This design comes from an exercise in tuning for a short achievable clock period and few clock cycles on the open sky130 flow, not from production work. Function was checked by simulation only, so behaviour that the tests miss may differ from the original. Power is estimated from default activity; no workload was simulated.

==> run a <==
// riscv_core
module riscv_core (
	input  logic        clk,
	input  logic        nrst,         
	output logic        mem_valid,
	input  logic        mem_ready,
	output logic [31:0] mem_addr,
	output logic        mem_we,
	output logic [31:0] mem_wdata,
	input  logic        mem_rvalid,
	input  logic [31:0] mem_rdata
);
Settings: LEC_CHECK=0, ABC_CLOCK_PERIOD_IN_PS=2500, CAP_MARGIN=20, CORE_MARGIN=2, CORE_UTILIZATION=55, CTS_CLUSTER_DIAMETER=70, CTS_CLUSTER_SIZE=25, SETUP_SLACK_MARGIN=4.75, SLEW_MARGIN=20; clock period 7.5 ns.
run.sh (not shown) runs the stock make flow with config.mk's settings and CLKGATE_MAP_FILE= SYNTH_SCRIPT=/design/flow/synth_recipe.tcl, a recipe that flattens the netlist after the stock synthesis.
==> run b: changes against run a <==
- SETUP_SLACK_MARGIN: 4.75 -> 4.8
==> run c: changes against run a <==
- CORE_UTILIZATION: 55 -> 62
- SETUP_SLACK_MARGIN: 4.75 -> 4.8
==> reports/results.ini <==
[status]
status=complete, no violations

[setup_path]
timing.critical_path.slowest_stage_cell=sky130_fd_sc_hd__nor3_2
worst-path-stages=5

[global_routing]
grt_pass1_wl_mm=558

[clock_network]
total_setup_buffers_inserted_after_cts=34

[pwr]
internal_power_mw=20.9

[drt]
post_drt_via_cell_ratio=8.02

[end of results for run b]
==> reports/results.ini <==
[status]
status=failed layout checks
failed_layout_checks=antenna rules

[setup_path]
worst-path-stages=5

[drt]
drtAntennaViolNets=2

[global_routing]
grt_pass1_wl_mm=557

[pwr]
internal_power_mw=20.8

[clock_network]
total_setup_buffers_inserted_after_cts=35

[cells_and_area]
n_antenna_cell=48
clkbuf_count=155

[end of results for run a]
==> reports/results.ini <==
[global_routing]
grt_pass1_wl_mm=537

[status]
status=complete, no violations

[setup_path]
timing.critical_path.slowest_stage_cell=sky130_fd_sc_hd__dfxtp_2
worst-path-stages=6
critPathLaunchType=flop

[drt]
post_drt_via_cell_ratio=8.38

[pwr]
internal_power_mw=20.8

[cells_and_area]
largest_register_ff_count=992

[yosys]
area_contributors_post_synth=sky130_fd_sc_hd__edfxtp_1, sky130_fd_sc_hd__mux2_2, sky130_fd_sc_hd__dfxtp_1, sky130_fd_sc_hd__a22oi_1, sky130_fd_sc_hd__a22o_1

[clock_network]
total_setup_buffers_inserted_after_cts=39

[end of results for run c]
Testbench counts of run a, summed over its fixed seeds: cycles 27,346.
Testbench counts of run b, summed over its fixed seeds: cycles 27,346.
Testbench counts of run c, summed over its fixed seeds: cycles 27,346.

---

==> job 3835: inputs <==
Starting RTL as in the previous note.
Settings: LEC_CHECK=0, ABC_CLOCK_PERIOD_IN_PS=2500, CAP_MARGIN=20, CORE_MARGIN=2, CORE_UTILIZATION=55, CTS_CLUSTER_DIAMETER=70, CTS_CLUSTER_SIZE=25, PLACE_DENSITY=0.7, SETUP_SLACK_MARGIN=4.8, SLEW_MARGIN=20; clock period 7.5 ns.
==> job 1822 (differences from job 3835) <==
--- a/flow/config.mk
+++ b/flow/config.mk
@@ -8,9 +8,9 @@
 export ABC_CLOCK_PERIOD_IN_PS = 2500
 export CAP_MARGIN = 20
 export CORE_MARGIN = 2
-export CORE_UTILIZATION = 55
+export CORE_UTILIZATION = 58
 export CTS_CLUSTER_DIAMETER = 70
 export CTS_CLUSTER_SIZE = 25
-export PLACE_DENSITY = 0.7
+export PLACE_DENSITY = 0.65
 export SETUP_SLACK_MARGIN = 4.8
 export SLEW_MARGIN = 20
==> results.txt <==
metric	job 1822	job 3835
Outcome	complete, no violations	complete, no violations
Global placer's final weighted congestion	0.982	0.991
Post-detail-place hpwl	216000 um	209000 um
Number of gates on the worst path with buffers counted	6	5
Non-clock inverter count in the final layout	57	56
Global routing usage on met1	0.632	0.573
Post-layout min period	2910 ps	2940 ps
Met2 track demand over resource in global routing	0.639	0.591
Die X	401 um	412 um
P_clk	8.19 mW	8.16 mW
Metal2 WL	156000 um	151000 um
Max Clock Skew	34.0 ps	55.9 ps
Post-route standard cell area excluding fillers	101000 sq um	101000 sq um
Comb. pwr	5.67 mW	5.52 mW
Overall track demand over capacity in global routing	0.492	0.456
Reg2reg setup slack	4590 ps	4560 ps
Sequential share of cell area	0.560	0.561
Multi-input combinational cell area	33300 sq um	33200 sq um
Diodes inserted	27	46
Core utilization of the finished layout	0.646	0.612
Sequential fraction of design power	0.518	0.523
Clock network power share	0.285	0.284
Placeable core region	156000 sq um	165000 sq um
Rel. slew slack	0.0488	0.0961
Destination of the worst hold path	w2_res[27]	w2_res[3]
Power density cells	285 nW/um^2	284 nW/um^2
Data arrival time at the worst-slack endpoint	3590 ps	3620 ps
Testbench counts of job 3835, summed over its fixed seeds: cycles 27,346.
Testbench counts of job 1822, summed over its fixed seeds: cycles 27,346.

## static timing again, ports no longer ideal
How much do the figures lean on ideal ports? The routed layouts below were timed once more, with nothing changed but the port constraints.
Step 1: set_driving_cell puts a clkbuf_16 on clk and a buf_2 on each other input, an assumption about the parent block.
Step 2 adds t to the input delays and takes it off the output delays; t is the mean of the earliest and latest rising clock arrival at the registers after step 1. Input paths then give back, and output paths get back, about the clock's delay inside the block.
a / b / c = ideal / step 1 / step 2; a / b = the first two.
run | t (ns) | setup WS [ns] | worst setup path at the end | clock arrival spread, ns | pins driven straight from the clock port
run a | 0.909 | 4.528 / 4.528 / 4.137 | input to register | 0.045 / 0.045 | 1
run b | 0.893 | 4.605 / 4.605 / 4.027 | input to register | 0.047 / 0.047 | 1
run c | 0.901 | 4.591 / 4.591 / 4.017 | input to register | 0.042 / 0.043 | 1
job 3835 | 0.897 | 4.559 / 4.559 / 4.054 | input to register | 0.070 / 0.071 | 1
job 1822 | 0.871 | 4.588 / 4.588 / 4.117 | input to register | 0.042 / 0.043 | 1
For run b, which loses most, drivers alone change the setup slack by 0.000 ns; drivers and shift together by -0.578 ns.
